Background: an optimization exercise with open tools, aiming at small area. Do not read the settings as production practice.
In this exercise RTL edits were held to simulation tests only and were not proved equivalent to the original.
Power is estimated from default activity; no workload was simulated.

`design/flow/config.mk`:
```
export PLATFORM = sky130hd
export DESIGN_NAME = data_memory
export DESIGN_NICKNAME = data_memory
export VERILOG_FILES = /design/flow/design.v
export SDC_FILE = /design/flow/constraint.sdc
export NUM_CORES = 4
export LEC_CHECK = 0
export CAP_MARGIN = 30
export CORE_MARGIN = 2
export CORE_UTILIZATION = 50
export PLACE_DENSITY = 0.62
export SLEW_MARGIN = 20
```
`design/flow/constraint.sdc`:
```
create_clock -name core_clock -period 12.0 [get_ports {clk}]
set_input_delay 2.4000 -clock core_clock [delete_from_list [all_inputs] [get_ports {clk}]]
set_output_delay 2.4000 -clock core_clock [all_outputs]
set_load 0.01 [all_outputs]
```
`design/flow/design.v`:
```
module data_memory (
   input  logic        clk,
   input  logic        rst,
   input  logic        rEnable,
   input  logic        wEnable,
   input  logic [15:0] address,
   input  logic [15:0] wData,
   output logic [15:0] rData
);
   localparam int DEPTH  = 128;
   localparam int GROUPS = 8;
   localparam int GSIZE  = DEPTH / GROUPS;
   logic              in_range;
   logic [GSIZE-1:0]  q;        
   logic [GROUPS-1:0] pcr;      
   logic [GROUPS-1:0] pcw;      
   logic [GROUPS-1:0] gvalid;
   logic [15:0]       bus [GSIZE];
   logic [DEPTH-1:0]  de;
   logic [DEPTH-1:0]  rsel;
   logic [15:0]       mem [DEPTH];
   assign in_range = (address[15:8] == 8'h00);
   always_comb begin
      for (int k = 0; k < GSIZE; k++) begin
         q[k]   = (address[4:1] == k);
         bus[k] = wData & {16{q[k]}};
      end
      for (int j = 0; j < GROUPS; j++) begin
         pcr[j] = (address[7:5] == j) && rst && rEnable && in_range;
         pcw[j] = (address[7:5] == j) && wEnable && in_range;
      end
      for (int i = 0; i < DEPTH; i++) begin
         de[i]   = pcw[i / GSIZE] && (q[i % GSIZE] || !gvalid[i / GSIZE]);
         rsel[i] = pcr[i / GSIZE] && gvalid[i / GSIZE] && q[i % GSIZE];
      end
   end
   always_ff @(posedge clk or negedge rst) begin
      if (!rst) gvalid <= '0;
      else gvalid <= gvalid | pcw;
   end
   for (genvar i = 0; i < DEPTH; i++) begin : g_word
      always_ff @(posedge clk) begin
         if (de[i]) mem[i] <= bus[i % GSIZE];
      end
   end
   always_comb begin
      rData = 16'h0000;
      for (int i = 0; i < DEPTH; i++) rData = rData | (mem[i] & {16{rsel[i]}});
   end
endmodule
```
`design/flow/flow/run.sh`:
```
#!/bin/bash
# Own layout flow: the standard synthesis, then its combinational logic
# replaced by a hand-mapped netlist (same registers, names and cell types),
# then the standard ORFS layout with a leaner clock tree.
set -euo pipefail
W=$(pwd)
R=$W/orfs/results/$FLOW_PLATFORM/data_memory/base

# 1. Standard synthesis (the standard flow's own script, unchanged).
bash standard.sh synth > "$W/flow_synth.log" 2>&1

# 2. Replace the combinational logic, keeping every register as synthesised.
cp "$R/1_2_yosys.v" "$W/std_1_2_yosys.v"
python3 flow/gen_netlist.py "$W/std_1_2_yosys.v" "$W/gen_1_2_yosys.v" > "$W/flow_gen.log" 2>&1
cp "$W/gen_1_2_yosys.v" "$R/1_2_yosys.v"
rm -f "$R/1_synth.odb" "$R/1_synth.sdc"

# 3. The rest of the standard flow.
CTS="-sink_clustering_enable -repair_clock_nets -dont_use_dummy_load"
CTS="$CTS -buf_list sky130_fd_sc_hd__clkbuf_16 -sink_clustering_size 25 -sink_clustering_max_diameter 100"
bash standard.sh "CTS_ARGS=$CTS" finish > "$W/flow_layout.log" 2>&1
```
`design/flow/flow/gen_netlist.py`:
```
#!/usr/bin/env python3
"""Rewrite the standard synthesis netlist of data_memory with a hand-mapped
combinational part. The registers (names, cell types, Q nets) are taken from
the standard netlist unchanged; only the decode, valid-update, write-data and
read-tree gates are replaced.

usage: gen_netlist.py STANDARD_NETLIST OUT_NETLIST
"""
import re
import sys

DEPTH = 128
W = 16
P = "sky130_fd_sc_hd__"

src = open(sys.argv[1]).read()

# Registers of the standard synthesis.
reg_re = re.compile(r"^\s*" + P + r"(\w+)\s+(\\\S+)\s*\((.*?)\);", re.M | re.S)
mem = {}
valid = {}
for cell, name, body in reg_re.findall(src):
    m = re.match(r"\\mem\[(\d+)\]\[(\d+)\]\$", name)
    v = re.match(r"\\gvalid\[(\d+)\]\$", name)
    if m:
        assert cell == "edfxtp_1", (cell, name)
        mem[int(m.group(1)), int(m.group(2))] = name
    elif v:
        assert cell == "dfrtp_1", (cell, name)
        valid[int(v.group(1))] = name
    elif cell.startswith(("df", "edf", "sdf", "dl")):
        raise SystemExit("unexpected register " + name)
assert len(mem) == DEPTH * W and len(valid) == 8, (len(mem), len(valid))

cells = []
wires = []


def wire(n):
    wires.append(n)
    return n


def inst(cell, out_pin, out, **pins):
    n = "g%d" % len(cells)
    conns = ["." + k + "(" + v + ")" for k, v in pins.items()]
    conns.append("." + out_pin + "(" + out + ")")
    cells.append("  %s%s %s (%s);" % (P, cell, n, ", ".join(conns)))
    return out


def a(i):
    return "address[%d]" % i


# Address literals.
ai = {t: inst("inv_2", "Y", wire("ai_%d" % t), A=a(t)) for t in range(1, 8)}


def lit(t, bit):
    """A signal that is 0 exactly when address[t] == bit."""
    return ai[t] if bit else a(t)


def lit1(t, bit):
    """A signal that is 1 exactly when address[t] == bit."""
    return a(t) if bit else ai[t]


n1 = inst("nor4_1", "Y", wire("hi_a"), A=a(15), B=a(14), C=a(13), D=a(12))
n2 = inst("nor4_1", "Y", wire("hi_b"), A=a(11), B=a(10), C=a(9), D=a(8))
gr = inst("and4_1", "X", wire("g_rd"), A=n1, B=n2, C="rst", D="rEnable")
gw = inst("and3_1", "X", wire("g_wr"), A=n1, B=n2, C="wEnable")

# Word within its group, address[4:1]: both polarities, decoded in parallel.
q = {}
nq = {}
for k in range(16):
    b = [(k >> s) & 1 for s in range(4)]
    lits = dict(zip("ABCD", [lit1(1 + s, b[s]) for s in range(4)]))
    q[k] = inst("and4_1", "X", wire("q_%d" % k), **lits)
    nq[k] = inst("nand4_1", "Y", wire("nq_%d" % k), **lits)

# Group, address[7:5], with the read and write enables.
pcr = {}
pcw = {}
npcw = {}
for j in range(8):
    b = [(j >> s) & 1 for s in range(3)]
    lits = [lit1(5, b[0]), lit1(6, b[1]), lit1(7, b[2])]
    pcr[j] = inst("and4_1", "X", wire("pcr_%d" % j), A=gr, B=lits[0], C=lits[1], D=lits[2])
    pcw[j] = inst("and4_1", "X", wire("pcw_%d" % j), A=gw, B=lits[0], C=lits[1], D=lits[2])
    npcw[j] = inst("inv_2", "Y", wire("npcw_%d" % j), A=pcw[j])

# Per group of 16 words: valid bit, its update, and the read group select.
gv = {}
ngv = {}
pcrv = {}
for j in range(8):
    gv[j] = wire("gv_%d" % j)
    vd = inst("nand2b_1", "Y", wire("gvd_%d" % j), A_N=gv[j], B=npcw[j])
    cells.append("  %sdfrtp_1 %s (.CLK(clk), .D(%s), .RESET_B(rst), .Q(%s));"
                 % (P, valid[j], vd, gv[j]))
    ngv[j] = inst("inv_2", "Y", wire("ngv_%d" % j), A=gv[j])
    pcrv[j] = inst("and2_1", "X", wire("pcrv_%d" % j), A=pcr[j], B=gv[j])

# Write data per word position k: wData where address[4:1] == k, else 0.
nwd = {b: inst("inv_2", "Y", wire("nwd_%d" % b), A="wData[%d]" % b) for b in range(W)}
bus = {}
for k in range(16):
    for b in range(W):
        bus[k, b] = inst("nor2_1", "Y", wire("bus_%d_%d" % (k, b)), A=nwd[b], B=nq[k])

# Per word: write enable (the whole group while it is invalid) and read select.
de = {}
rsel = {}
for i in range(DEPTH):
    k, j = i & 15, i >> 4
    de[i] = inst("o21a_1", "X", wire("de_%d" % i), A1=q[k], A2=ngv[j], B1=pcw[j])
    rsel[i] = inst("and2_1", "X", wire("rsel_%d" % i), A=q[k], B=pcrv[j])

# Storage.
mq = {}
for i in range(DEPTH):
    for b in range(W):
        mq[i, b] = wire("m_%d_%d" % (i, b))
        cells.append("  %sedfxtp_1 %s (.CLK(clk), .D(%s), .DE(%s), .Q(%s));"
                     % (P, mem[i, b], bus[i & 15, b], de[i], mq[i, b]))

# Read tree. The eight words of one position k (one per group) share their
# write-data net; they are also combined first, so that each position's
# words, write data and read gates can sit together:
# 8 words -> a222oi, a222oi, a22oi -> nand3 (active high), then per bit the
# 16 positions -> 4 x or4 -> or4.
for b in range(W):
    zs = []
    for k in range(16):
        ys = []
        for part in ((0, 1, 2), (3, 4, 5), (6, 7)):
            rows = [16 * j + k for j in part]
            pins = {}
            for r, pre in zip(rows, "ABC"):
                pins[pre + "1"] = rsel[r]
                pins[pre + "2"] = mq[r, b]
            ys.append(inst("a222oi_1" if len(rows) == 3 else "a22oi_1", "Y",
                           wire("y_%d_%d_%d" % (b, k, part[0])), **pins))
        zs.append(inst("nand3_1", "Y", wire("z_%d_%d" % (b, k)),
                       A=ys[0], B=ys[1], C=ys[2]))
    us = []
    for g in range(4):
        us.append(inst("or4_1", "X", wire("u_%d_%d" % (b, g)),
                       **dict(zip("ABCD", zs[4 * g:4 * g + 4]))))
    inst("or4_1", "X", "rData[%d]" % b, **dict(zip("ABCD", us)))

hdr = """module data_memory(clk, rst, rEnable, wEnable, address, wData, rData);
  input clk;
  wire clk;
  input rst;
  wire rst;
  input rEnable;
  wire rEnable;
  input wEnable;
  wire wEnable;
  input [15:0] address;
  wire [15:0] address;
  input [15:0] wData;
  wire [15:0] wData;
  output [15:0] rData;
  wire [15:0] rData;
"""
with open(sys.argv[2], "w") as f:
    f.write(hdr)
    for w_ in wires:
        f.write("  wire %s;\n" % w_)
    f.write("\n".join(cells))
    f.write("\nendmodule\n")
print("cells", len(cells))
```
`design/flow/standard.sh`:
```
#!/bin/bash
# synth_recipe.tcl (not shown) runs the flow's synth.tcl, then flattens the netlist and writes it again
# the make line also repeats each setting of config.mk as NAME=value (left out here)
make -C /OpenROAD-flow-scripts/flow DESIGN_CONFIG=/design/flow/config.mk WORK_HOME=/design/flow/orfs CLKGATE_MAP_FILE= SYNTH_SCRIPT=/design/flow/synth_recipe.tcl "${@:-finish}"
```
==> results of run 1 <==
worst min-delay path by stage:
stage                            to  slack, ns  cells past startpoint
after floorplan           gvalid[0]       0.47                      1
after global placement    gvalid[6]       0.48                      1
after detailed placement  gvalid[4]       0.49                      1
after CTS                 gvalid[5]       0.51                      1
after global routing      gvalid[5]       0.54                      1
final                     gvalid[4]       0.51                      1
sequential cells by signal, indices dropped and copies added, names as in the netlist:
register and flops:
mem 2048, gvalid 8
per-layer routing:
layer / vias to the layer above / part of all wire (%) / routed length, µm / track usage (%)
met3: 393 / 14 / 31100 / 9.38
met4: 14 / 3.8 / 8220 / 9.51
li1: 17100 / - / - / -
met2: 2841 / 44 / 97000 / 41.4
met5: - / 0.055 / 120 / 0
met1: 22000 / 38 / 82100 / 40.1
critical path, cell delays in order:
cell and delay (ns):
clkdlybuf4s50_1 0.89, and4_1 0.67, and4_1 0.25, and2_1 0.38, buf_4 0.39, and2_1 0.53, a222oi_1 0.51, nand3_1 0.31
or4_1 0.71, or4_1 0.78, clkdlybuf4s50_1 0.56
where the power goes:
part           total (mW)  internal (mW)  switching, mW
combinational       0.156         0.0256          0.131
clock                3.43           1.37           2.05
sequential           7.80           7.80       0.000335
final cells by class:
type	count	area, µm²
clock buffer	92	2300
inverter	39	146
fill	11400	67100
multi-input combinational	1684	12200
timing repair buffer	126	1410
sequential	2056	61700
tap	1930	2410
antenna	12	30.0
through the flow:
stage / hold WS, ns / power [mW] / instance area (µm²)
floorplan: 0.470 / 8.01 / 74000
global placement: 0.485 / 8.10 / 77100
detailed placement: 0.488 / 8.11 / 77400
CTS: 0.514 / 11.4 / 79700
global route: 0.542 / 11.6 / 80100
finish: 0.511 / 11.4 / 80200
==> summary.txt, run 1 <==
- Setup Buffers After CTS: 0
- Hold_buf cts: 0
- Pwr dens: approximately 140 mW/mm²
- Area of the core: between 0.1 and 0.15 mm²
- Die height: between 300 and 400 µm
- Final setup TNS: 0 ns
- CP Capture Type: output port
- Largest net degree at the start of global routing: 26
- Post-synthesis average cell area: approximately 20 µm²
- Starting Density: 50.2%
- Outcome: complete, no violations
- Worst skew pair latency: 0.77 ns
- Num CTS Buffers: 92
- Most common cell after layout, fill and taps aside: edfxtp_1
- Reg2reg path depth: 2
- Post-cts gate resize count: 0
- Die width: 389 µm
- Arr. time, crit path: around 8.4 ns
- Reg2Reg Setup Slack: 9.52 ns
- Mapped Area: between 0.07 and 0.08 mm²
- Clk buf depth: 3
- Via density: 7.14
- Gpl congestion: around 0.85
- RSZ-0062 raised after global routing: false
- Kind of critical path: input pin to output port
- H-tree levels: 3
- # IOs: 52
- DRT Pass-1 Iters: 14
- Number of port buffers: 50
- Antenna violations before repair: 25
- Slew Viols, Final: 0
- Layout Utilization: between 50% and 60%
- Crit path from: rst
- Hold Crit Start: gvalid[4]
- Final Worst Setup Slack: between 1 and 1.5 ns
- RR Endpoint: mem[15][2]
- Worst-path fanout max: 16
- Critical path required time: 9.60 ns
- Critical Path Sink: rData[12]
- FMAX: between 0.09 and 0.1 GHz
- Die area: roughly 0.15 mm²
- Worst slack, placed: between 1 and 1.5 ns
- CTS tree: built
- Gr usage total: around 28%
- Clock Pin Slew Worst Setup and Hold Paths: roughly 0.1 ns
- Gr ovfl total: 0
- Fraction of layout cells with a size suffix above 1: 5.18%
- Syn Inst Count: roughly 3800
- Syn nets: 3815
- Pleak: ~29 nW
- Area Growth Syn to Fin: 8.32%
- Tightest Pin Transition: approximately 1.1 ns
- Post-DP HPWL: about 120000 µm
- Critical R2R Launch: gvalid[0]
- Via count: 42400
- Final wirelength: 219000 µm
- Root Buffer Master: clkbuf_16
- Yosys warning count: 3
- Finished Layout Cells: roughly 5900
- Peak VDD IR: ~0.11 mV
- Commonest cells after routing, fill and taps aside: edfxtp_1 (2048), a222oi_1 (512), nor2_1 (256), a22oi_1 (256), nand3_1 (256)
- Max-Slew Margin vs Limit: about a quarter
- Max-cap violations: 0
- Initial DRC Count: ~7400
- Period utilization: approximately nine tenths
- Tmin final: between 10 and 15 ns
- CP Launch Type: input pin
- Vias in the first global route: approximately 39000
- Global-route wire length before repair: roughly 300000 µm
- Setup violations, final: 0
- Final Hold Viols: 0
- Nets: roughly 4000
- Final ANT Viol Nets: 0
- Routed len/inst: 36.8 µm
- Dpl cells: 5800
- DRC Markers: 0
- CTS Sinks: ~2000
- Final Skew: around 0.034 ns
- HP Class: register to register
- Core Rows: around 140
==> run 2: changes to the inputs <==
--- a/design/flow/flow/run.sh
+++ b/design/flow/flow/run.sh
@@ -18,4 +18,5 @@
 # 3. The rest of the standard flow.
 CTS="-sink_clustering_enable -repair_clock_nets -dont_use_dummy_load"
-CTS="$CTS -buf_list sky130_fd_sc_hd__clkbuf_16 -sink_clustering_size 25 -sink_clustering_max_diameter 100"
-bash standard.sh "CTS_ARGS=$CTS" finish > "$W/flow_layout.log" 2>&1
+CTS="$CTS -buf_list sky130_fd_sc_hd__clkbuf_8 -sink_clustering_size 18 -sink_clustering_max_diameter 70"
+bash standard.sh "CTS_ARGS=$CTS" "BUFFER_PORTS_ARGS=-buffer_cell sky130_fd_sc_hd__buf_2" \
+  finish > "$W/flow_layout.log" 2>&1
==> run 2 against run 1 <==
Power down 3.2%; first-iteration DRC count up 0.88%; maximum frequency up 13%; critical path type unchanged; via count about the same; combinational power down 6%.
==> summary.txt, run 2 <==
- Outcome: complete, no violations
- Die area: 0.151 mm²
- Pwr dens: roughly 140 mW/mm²
- Comb pwr share: under 10%
- Top Registers: mem x2048, gvalid x8
- Final Skew: between 0.07 and 0.08 ns
- Root Buffer Master: clkbuf_8
- Max-Slew Margin vs Limit: between 20% and 30%
- CP Capture Type: output port
- Mapped Area: between 0.07 and 0.08 mm²
- Syn Inst Count: approximately 3800
- Area Growth Syn to Fin: 7.53%
- Number of port buffers: 50
- Hold slack: approximately 0.52 ns
- Clk buf depth: 3
- # IOs: 52
- Die height: 389 µm
- Slew Viols, Final: 0
- Most common cell after layout, fill and taps aside: edfxtp_1
- Worst slack, placed: between 2 and 3 ns
- Pleak: 29.3 nW
- Register share of total power: 70.8%
- Kind of critical path: input pin to output port
- Fillers: approximately 11000
- H-tree levels: 4
- DRT Pass-1 Iters: 11
- Period utilization: between 70% and 80%
- Arr. time, crit path: approximately 7 ns
- Setup violations, final: 0
- Gr ovfl total: 0
- Initial DRC Count: 7422
- CTS tree: built
- Dpl cells: just under 6000
- Die width: ~400 µm
- Hold_buf cts: 0
- DRC Markers: 0
- Gr usage total: 28.4%
- Final Hold Viols: 0
- Most used routing layer: met2
- Fraction of layout cells with a size suffix above 1: ~7.6%
- Power Internal: 8.84 mW
- Max-cap violations: 0
- RR Endpoint: mem[119][7]
- WHS Endpoint: gvalid[7]
- Clock Pin Slew Worst Setup and Hold Paths: between 0.1 and 0.15 ns
- Final wirelength: roughly 220000 µm
- Worst skew pair latency: 0.92 ns
- Largest Register: mem
- Clock power share: approximately 28%
- Hold Crit Start: gvalid[7]
- RSZ-0062 raised after global routing: false
- Largest net degree at the start of global routing: 19
- Gpl congestion: between 0.8 and 0.9
- Via density: ~7.1
- Routed len/inst: between 30 and 40 µm
- Final Worst Setup Slack: 2.41 ns
- Tmin final: 9.59 ns
- Worst-path fanout max: 16
- Grt met3 use: roughly 7.6%
- GRT met2 Usage: a little over two fifths
- Syn nets: about 3800
- Post-cts gate resize count: 0
- Nets: approximately 4000
- Commonest cells after routing, fill and taps aside: edfxtp_1 (2048), a222oi_1 (512), nor2_1 (256), a22oi_1 (256), nand3_1 (256)
- Tightest Pin Transition: 1.06 ns
- Final ANT Viol Nets: 0
- Reg2reg path depth: 2
- Via count: 42400
- Hold Path Stages: 1
- Num CTS Buffers: between 100 and 150
- Peak VDD IR: 0.102 mV
- Critical path required time: between 9 and 10 ns
- Psw: around 2.2 mW
- Post-synthesis average cell area: slightly below 20 µm²
- Area of the core: roughly 0.15 mm²
- Switching share of power: 19.8%
- FMAX: approximately 0.10 GHz
- Finished Layout Cells: around 6000
- Setup Buffers After CTS: 0
- Antenna violations before repair: 28
- Vias in the first global route: just under 40000
- Post-DP HPWL: ~120000 µm
- HP Class: register to register
- Critical R2R Launch: gvalid[7]
- GR Layer Usage met1: between 40% and 50%
- CTS Sinks: approximately 2100
- Core Rows: 141
- Reg2Reg Setup Slack: 9.57 ns
- Global-route wire length before repair: 300000 µm
- Largest register FFs: slightly above 2000
- Starting Density: around 50%
- Yosys warning count: 3
- Final setup TNS: 0 ns
- CP Launch Type: input pin
## run 2: worst max-delay path by stage
stage	start	end	slack (ns)	cells after the start
floorplan	address[10]	rData[0]	4.79	9
finish	address[11]	rData[6]	2.41	12
CTS	rst	rData[10]	2.69	11
global route	address[11]	rData[12]	2.53	12
detailed placement	rst	rData[10]	2.70	11
global placement	rst	rData[10]	2.65	11
## run 2: routing by layer
layer | up-vias | wire length [µm]
li1 | 17200 | -
met5 | - | 91
met2 | 2934 | 97300
met1 | 21900 | 82100
met3 | 389 | 29800
met4 | 6 | 8670
## run 2: area by class of cell
cell class / count / area (µm²) / area share (%)
antenna: 15 / 37.5 / 0.0472
timing repair buffer: 134 / 1260 / 1.59
clock buffer: 135 / 1860 / 2.33
inverter: 39 / 146 / 0.184
tap: 1930 / 2410 / 3.03
sequential: 2056 / 61700 / 77.5
multi-input combinational: 1684 / 12200 / 15.3
## run 2: critical path: stages
cell and delay (ns):
buf_2 0.10, nor4_1 0.35, and4_1 0.66, and4_1 0.27, and2_1 0.74, buf_4 0.47
and2_1 0.80, a222oi_1 0.18, nand3_1 0.24, or4_1 0.34, or4_1 0.40, buf_2 0.21
## run 2: power groups by stage
| stage | logic (mW) | clock network, mW | registers [mW] |
|---|---|---|---|
| after detailed placement | 0.142 | 0 | 7.96 |
| final | 0.147 | 3.07 | 7.80 |
| after global placement | 0.132 | 0 | 7.96 |
| after floorplan | 0.0427 | 0 | 7.96 |
| after CTS | 0.142 | 3.11 | 7.80 |
| after global routing | 0.150 | 3.33 | 7.80 |
## run 2: per-stage QoR
stage,power (mW),utilization [%],area [µm²]
after global placement,8.10,52.2,76900
after global routing,11.3,54.0,79600
final,11.0,54.0,79600
after floorplan,8.01,-,74000
after CTS,11.1,53.6,79000
after detailed placement,8.11,52.4,77100
==> run 3: changes to the inputs <==
--- a/design/flow/flow/gen_netlist.py
+++ b/design/flow/flow/gen_netlist.py
@@ -129,27 +129,41 @@
 
 # Read tree. The eight words of one position k (one per group) share their
-# write-data net; they are also combined first, so that each position's
-# words, write data and read gates can sit together:
-# 8 words -> a222oi, a222oi, a22oi -> nand3 (active high), then per bit the
-# 16 positions -> 4 x or4 -> or4.
+# write-data net, so the read gates take their words mostly within one
+# position: positions are taken three at a time (24 words = 8 x a222oi,
+# six of them within one position, then 2 x nand4), the last position alone
+# (a222oi, a222oi, a22oi, nand3); then per bit 11 -> or4, or4, or3 -> or3.
+
+
+def agate(name, terms):
+    pins = {}
+    for (r, bit), pre in zip(terms, "ABC"):
+        pins[pre + "1"] = rsel[r]
+        pins[pre + "2"] = mq[r, bit]
+    return inst("a222oi_1" if len(terms) == 3 else "a22oi_1", "Y", wire(name), **pins)
+
+
 for b in range(W):
     zs = []
-    for k in range(16):
-        ys = []
-        for part in ((0, 1, 2), (3, 4, 5), (6, 7)):
-            rows = [16 * j + k for j in part]
-            pins = {}
-            for r, pre in zip(rows, "ABC"):
-                pins[pre + "1"] = rsel[r]
-                pins[pre + "2"] = mq[r, b]
-            ys.append(inst("a222oi_1" if len(rows) == 3 else "a22oi_1", "Y",
-                           wire("y_%d_%d_%d" % (b, k, part[0])), **pins))
-        zs.append(inst("nand3_1", "Y", wire("z_%d_%d" % (b, k)),
-                       A=ys[0], B=ys[1], C=ys[2]))
+    for k0 in range(0, 15, 3):
+        ks = (k0, k0 + 1, k0 + 2)
+        w = [[16 * j + k for j in range(8)] for k in ks]
+        parts = [w[0][0:3], w[0][3:6], w[0][6:8] + w[1][6:7], w[1][0:3],
+                 w[1][3:6], w[1][7:8] + w[2][6:8], w[2][0:3], w[2][3:6]]
+        ys = [agate("y_%d_%d_%d" % (b, k0, n), [(r, b) for r in part])
+              for n, part in enumerate(parts)]
+        for h in range(2):
+            zs.append(inst("nand4_1", "Y", wire("z_%d_%d_%d" % (b, k0, h)),
+                           **dict(zip("ABCD", ys[4 * h:4 * h + 4]))))
+    w = [16 * j + 15 for j in range(8)]
+    ys = [agate("y_%d_15_%d" % (b, n), [(r, b) for r in part])
+          for n, part in enumerate((w[0:3], w[3:6], w[6:8]))]
+    zs.append(inst("nand3_1", "Y", wire("z_%d_15" % b), A=ys[0], B=ys[1], C=ys[2]))
+    assert len(zs) == 11
     us = []
-    for g in range(4):
-        us.append(inst("or4_1", "X", wire("u_%d_%d" % (b, g)),
-                       **dict(zip("ABCD", zs[4 * g:4 * g + 4]))))
-    inst("or4_1", "X", "rData[%d]" % b, **dict(zip("ABCD", us)))
+    for g in range(0, 11, 4):
+        grp = zs[g:g + 4]
+        us.append(inst("or%d_1" % len(grp), "X", wire("u_%d_%d" % (b, g // 4)),
+                       **dict(zip("ABCD", grp))))
+    inst("or3_1", "X", "rData[%d]" % b, A=us[0], B=us[1], C=us[2])
 
 hdr = """module data_memory(clk, rst, rEnable, wEnable, address, wData, rData);
--- a/design/flow/config.mk
+++ b/design/flow/config.mk
@@ -6,5 +6,5 @@
 export NUM_CORES = 4
 export LEC_CHECK = 0
-export CAP_MARGIN = 30
+export CAP_MARGIN = 25
 export CORE_MARGIN = 2
 export CORE_UTILIZATION = 50
==> run 3 against run 2 <==
Sequential share of layout area rose by 0.98 points; setup slack improved by 0.20 ns; power fell by 0.39%; synthesized area fell by 0.76%; global-route usage fell by 0.81 points; sequential power barely moved; critical path depth fell by 1; worst hold slack got worse by 0.0070 ns; register-to-register slack improved by 0.12 ns; critical path type unchanged; largest power group unchanged; maximum frequency rose by 2.1%; still clean on timing, DRC and antenna; highest routed layer unchanged; synthesized cell count fell by 4.7%.
==> summary.txt, run 3 <==
- Outcome: complete, no violations
- Most common cell after layout, fill and taps aside: edfxtp_1
- Worst skew pair latency: 0.93 ns
- Die height: around 390 µm
- Pwr dens: between 100 and 150 mW/mm²
- CP Capture Type: output port
- Initial DRC Count: 7622
- # IOs: between 50 and 60
- GR Layer Usage met1: roughly two fifths
- Final setup TNS: 0 ns
- Max-cap violations: 0
- CP Launch Type: input pin
- Vias in the first global route: 39100
- Final Skew: ~0.065 ns
- Syn nets: around 3600
- Power Internal: slightly below 9 mW
- Final Hold Viols: 0
- Via density: 7.17
- CTS Sinks: approximately 2100
- Clock power share: 27.7%
- GRT met2 Usage: between 40% and 50%
- Reg2Reg Setup Slack: between 9 and 10 ns
- Dpl cells: approximately 5600
- Final wirelength: 210000 µm
- Peak VDD IR: around 0.11 mV
- Gpl congestion: about 0.84
- Setup Buffers After CTS: 0
- Gr ovfl total: 0
- Switching share of power: 19.6%
- Slew Viols, Final: 0
- Commonest cells after routing, fill and taps aside: edfxtp_1 (2048), a222oi_1 (672), nor2_1 (256)
- Post-DP HPWL: approximately 130000 µm
- Reg2reg path depth: 2
- H-tree levels: 4
- Fillers: about 11000
- Register share of total power: 71.1%
- Largest Register: mem
- Via count: 41400
- FMAX: around 0.11 GHz
- Clock Pin Slew Worst Setup and Hold Paths: roughly 0.11 ns
- Pleak: 28.3 nW
- Area Growth Syn to Fin: 6.99%
- Top Registers: mem x2048, gvalid x8
- Final Worst Setup Slack: between 2 and 3 ns
- Fraction of layout cells with a size suffix above 1: slightly above 7%
- Tightest Pin Transition: about 1.1 ns
- Yosys warning count: 3
- Hold_buf cts: 0
- HP Class: register to register
- Kind of critical path: input pin to output port
- Tmin final: about 9.4 ns
- Largest register FFs: ~2000
- Core Rows: between 100 and 150
- Num CTS Buffers: 134
- Finished Layout Cells: about 5800
- DRT Pass-1 Iters: 13
- RR Endpoint: mem[7][14]
- Antenna violations before repair: 15
- Root Buffer Master: clkbuf_8
- Global-route wire length before repair: 293000 µm
- Largest net degree at the start of global routing: 19
- Crit path from: rst
- Period utilization: 78.3%
- Max-Slew Margin vs Limit: 23.9%
- Die width: a little under 400 µm
- Nets: a little under 4000
- Clk buf depth: 3
- Setup violations, final: 0
- Mapped Area: 0.0734 mm²
- Gr usage total: between 20% and 30%
- Critical path required time: 9.60 ns
- Post-synthesis average cell area: approximately 20 µm²
- Arr. time, crit path: 6.99 ns
- Routed len/inst: 36.4 µm
- Worst-path fanout max: 16
- Comb pwr share: ~1.2%
- Die area: ~0.15 mm²
- RSZ-0062 raised after global routing: false
- Number of port buffers: 50
- Syn Inst Count: about 3600
- Critical Path Sink: rData[6]
- CTS tree: built
- Final ANT Viol Nets: 0
- Most used routing layer: met2
- Post-cts gate resize count: 0
- Starting Density: 50.4%
- DRC Markers: 0
- Grt met3 use: under 10%
- Critical R2R Launch: gvalid[0]
- Worst slack, placed: ~2.8 ns
- Area of the core: 0.146 mm²
- Psw: 2.15 mW
==> run 3: worst min-delay path by stage <==
stage / startpoint / end / slack [ns] / depth (start not counted)
floorplan: gvalid[0] / gvalid[0] / 0.47 / 1
global placement: gvalid[6] / gvalid[6] / 0.49 / 1
detailed placement: gvalid[3] / gvalid[3] / 0.49 / 1
CTS: gvalid[3] / gvalid[3] / 0.52 / 1
global route: gvalid[3] / gvalid[3] / 0.53 / 1
finish: gvalid[3] / gvalid[3] / 0.52 / 1
==> run 3: area by class of cell <==
class	instances	area (µm²)	area share (%)
diodes	12	30.0	0.0382
clock buffers	134	1840	2.35
inverters	39	146	0.186
multi-input cells	1508	11600	14.8
flip-flops and latches	2056	61700	78.5
well taps	1917	2400	3.05
repair buffers	101	861	1.10
==> run 3: power groups by stage <==
| stage | Combinational (mW) | Clock (mW) | Sequential [mW] |
|---|---|---|---|
| floorplan | 0.0427 | 0 | 7.96 |
| global placement | 0.119 | 0 | 7.96 |
| detailed placement | 0.124 | 0 | 7.96 |
| CTS | 0.124 | 3.09 | 7.80 |
| global route | 0.133 | 3.33 | 7.80 |
| finish | 0.129 | 3.04 | 7.80 |
==> run 3: critical path, cell delays in order <==
cell and delay, ns:
buf_2 0.22, and4_1 0.41, and4_1 0.22, and2_1 0.40, buf_8 0.29, and2_1 0.37
a222oi_1 0.60, nand4_1 0.52, or4_1 0.76, or3_1 0.57, buf_2 0.20
==> run 3: stage by stage <==
step                      hold WS (ns)  util (%)  cell area, µm²  power [mW]
final                            0.517      53.9           78600        11.0
after global routing             0.534      53.9           78600        11.3
after CTS                        0.517      53.8           78300        11.0
after detailed placement         0.488      52.5           76500        8.09
after global placement           0.488      52.3           76200        8.08
after floorplan                  0.470         -           73400        8.01
==> run 3: metal layers <==
layer | vias up | routed length (µm) | share of wire (%)
met3 | 313 | 29400 | 14
li1 | 16800 | - | -
met4 | 8 | 6340 | 3.0
met5 | - | 164 | 0.078
met2 | 2810 | 94100 | 45
met1 | 21400 | 80100 | 38
==> run 4: changes to the inputs <==
--- a/design/flow/config.mk
+++ b/design/flow/config.mk
@@ -6,5 +6,5 @@
 export NUM_CORES = 4
 export LEC_CHECK = 0
-export CAP_MARGIN = 25
+export CAP_MARGIN = 20
 export CORE_MARGIN = 2
 export CORE_UTILIZATION = 50
==> run 4 against run 3 <==
Maximum frequency hardly changed; first-iteration DRC count is 0.35% higher; setup slack better by 0.0034 ns; die area stayed put; global-route usage hardly changed; the layout now fails its checks (antenna rules); largest cell class unchanged.
==> summary.txt, run 4 <==
- Outcome: finished with violations
- SO Faults: antenna rules
- Arr. time, crit path: approximately 7.0 ns
- Tightest Pin Transition: between 1 and 1.5 ns
- Worst-path fanout max: 16
- Post-synthesis average cell area: approximately 20 µm²
- Num CTS Buffers: around 140
- RSZ-0062 raised after global routing: false
- Setup violations, final: 0
- Gr ovfl total: 0
- Die width: approximately 390 µm
- Gpl congestion: 0.841
- Peak VDD IR: approximately 0.12 mV
- Finished Layout Cells: ~5700
- Setup Buffers After CTS: 0
- Most common cell after layout, fill and taps aside: edfxtp_1
- Yosys warning count: 3
- Pleak: between 20 and 30 nW
- CP Launch Type: input pin
- FMAX: between 0.1 and 0.15 GHz
- Gr usage total: between 20% and 30%
- Final wirelength: ~210000 µm
- Hold Crit Start: gvalid[5]
- GRT met2 Usage: between 40% and 50%
- Mapped Area: about 0.073 mm²
- Critical R2R Launch: gvalid[6]
- Number of port buffers: 50
- Pwr dens: between 100 and 150 mW/mm²
- Via count: 41200
- GR Layer Usage met1: approximately 39%
- Root Buffer Master: clkbuf_8
- Largest register FFs: 2048
- Final Worst Setup Slack: about 2.6 ns
- Vias in the first global route: 39200
- H-tree levels: 4
- Most used routing layer: met2
- Core Rows: 140
- Area Growth Syn to Fin: 6.46%
- Critical path required time: roughly 9.6 ns
- Post-cts gate resize count: 0
- CTS tree: built
- Worst skew pair latency: a little over 0.9 ns
- Crit path from: rst
- Final ANT Viol Nets: 1
- CTS Sinks: approximately 2100
- Max-Slew Margin vs Limit: about a fifth
- DRC Markers: 0
- Slew Viols, Final: 0
- CP Capture Type: output port
- Fraction of layout cells with a size suffix above 1: a little under 7%
- Hold_buf cts: 0
- Top Registers: mem x2048, gvalid x8
- DRT Pass-1 Iters: 14
- # IOs: 52
- Global-route wire length before repair: just under 300000 µm
- Layout Utilization: roughly 54%
- Grt met3 use: slightly above 8%
- Post-DP HPWL: around 120000 µm
- Period utilization: 78.2%
- Via density: roughly 7.2
- Die height: 387 µm
- Syn Inst Count: 3603
- Commonest cells after routing, fill and taps aside: edfxtp_1 (2048), a222oi_1 (672), nor2_1 (256)
- Worst slack, placed: 2.77 ns
- Dpl cells: around 5600
- Power, Total: 11.0 mW
- Final Hold Viols: 0
- Starting Density: approximately 50%
- Die area: 0.150 mm²
- Largest net degree at the start of global routing: 19
- HP Class: register to register
- Final setup TNS: 0 ns
- Tmin final: 9.39 ns
- Syn nets: 3639
- Antenna violations before repair: 16
- Largest Register: mem
- Initial DRC Count: about 7600
- Nets: slightly below 4000
- Kind of critical path: input pin to output port
- Routed len/inst: between 30 and 40 µm
- Max-cap violations: 0
- Area of the core: 0.146 mm²
- Clk buf depth: 3
- Clock Pin Slew Worst Setup and Hold Paths: about 0.080 ns
- Final Skew: 0.0569 ns
run 4: path summary, 6_finish.rpt:
kind                                to  slack (ns)  cells past startpoint
max                           rData[0]        2.61                     11
min                          gvalid[5]        0.51                      1
max reg2reg                mem[102][9]        9.71                      2
min reg2reg                  gvalid[5]        0.51                      1
max in group asynchronous    gvalid[1]       10.31                      1
min in group asynchronous    gvalid[6]        1.39                      1
run 4: layout make-up:
cell class | instances | area (µm²)
flip-flops and latches | 2056 | 61700
clock buffers | 135 | 1860
inverters | 39 | 146
multi-input cells | 1508 | 11600
repair buffers | 72 | 423
well taps | 1917 | 2400
diodes | 20 | 50.0
fillers | 11300 | 67600
run 4: worst max-delay path, stage by stage:
cell      delay, ns
buf_2          0.22
and4_1         0.42
and4_1         0.22
and2_1         0.39
buf_4          0.33
and2_1         0.49
a222oi_1       0.47
nand4_1        0.54
or4_1          0.79
or3_1          0.51
buf_2          0.18
run 4: power by group:
group          internal (mW)  switching [mW]
clock network           1.02            2.04
registers               7.80        0.000336
logic                 0.0105           0.116
run 4: stage by stage:
step / hold WS [ns] / instance area, µm²
2_1_floorplan: 0.470 / 73400
3_3_place_gp: 0.488 / 76200
3_5_place_dp: 0.488 / 76200
4_1_cts: 0.510 / 78100
5_1_grt: 0.531 / 78200
6_report: 0.509 / 78200
run 4: per-layer routing:
layer / routed length (µm) / share of wire [%]
met1: 80400 / 38
met2: 93000 / 44
met3: 28700 / 14
met4: 7470 / 3.6
met5: 92 / 0.044

## separate check: timing with driven ports
Ports are ideal in the flow. The routed layouts listed here were re-timed in OpenROAD. Step 1 (the two cells are an assumption about what drives the block):
set clk [get_ports {clk}]
set_driving_cell -lib_cell sky130_fd_sc_hd__clkbuf_16 $clk
set_driving_cell -lib_cell sky130_fd_sc_hd__buf_2 [delete_from_list [all_inputs] $clk]
Step 2 adds t to the input delays and takes it off the output delays; t is the mean of the earliest and latest rising clock arrival at the registers after step 1. Input paths then give back, and output paths get back, about the clock's delay inside the block. a / b / c = no drivers / after step 1 / after step 2; a / b = the first two.
| run | t, ns | slack for setup (ns) | clock arrival spread, ns | slew at the worst register clock pin (ns) | worst data-port slew with drivers (ns) |
|---|---|---|---|---|---|
| run 1 | 0.819 | 1.176 / 1.038 / 1.038 | 0.060 / 0.060 | 0.10 / 0.10 | 0.21 |
| run 2 | 0.978 | 2.410 / 2.300 / 2.300 | 0.094 / 0.093 | 0.12 / 0.12 | 0.18 |
| run 3 | 0.976 | 2.608 / 2.586 / 2.586 | 0.076 / 0.077 | 0.11 / 0.11 | 0.15 |
| run 4 | 0.964 | 2.611 / 2.589 / 2.589 | 0.070 / 0.070 | 0.12 / 0.12 | 0.15 |
The setup slack of run 1, which loses most, moves by -0.138 ns with the drivers and by -0.138 ns with both steps.
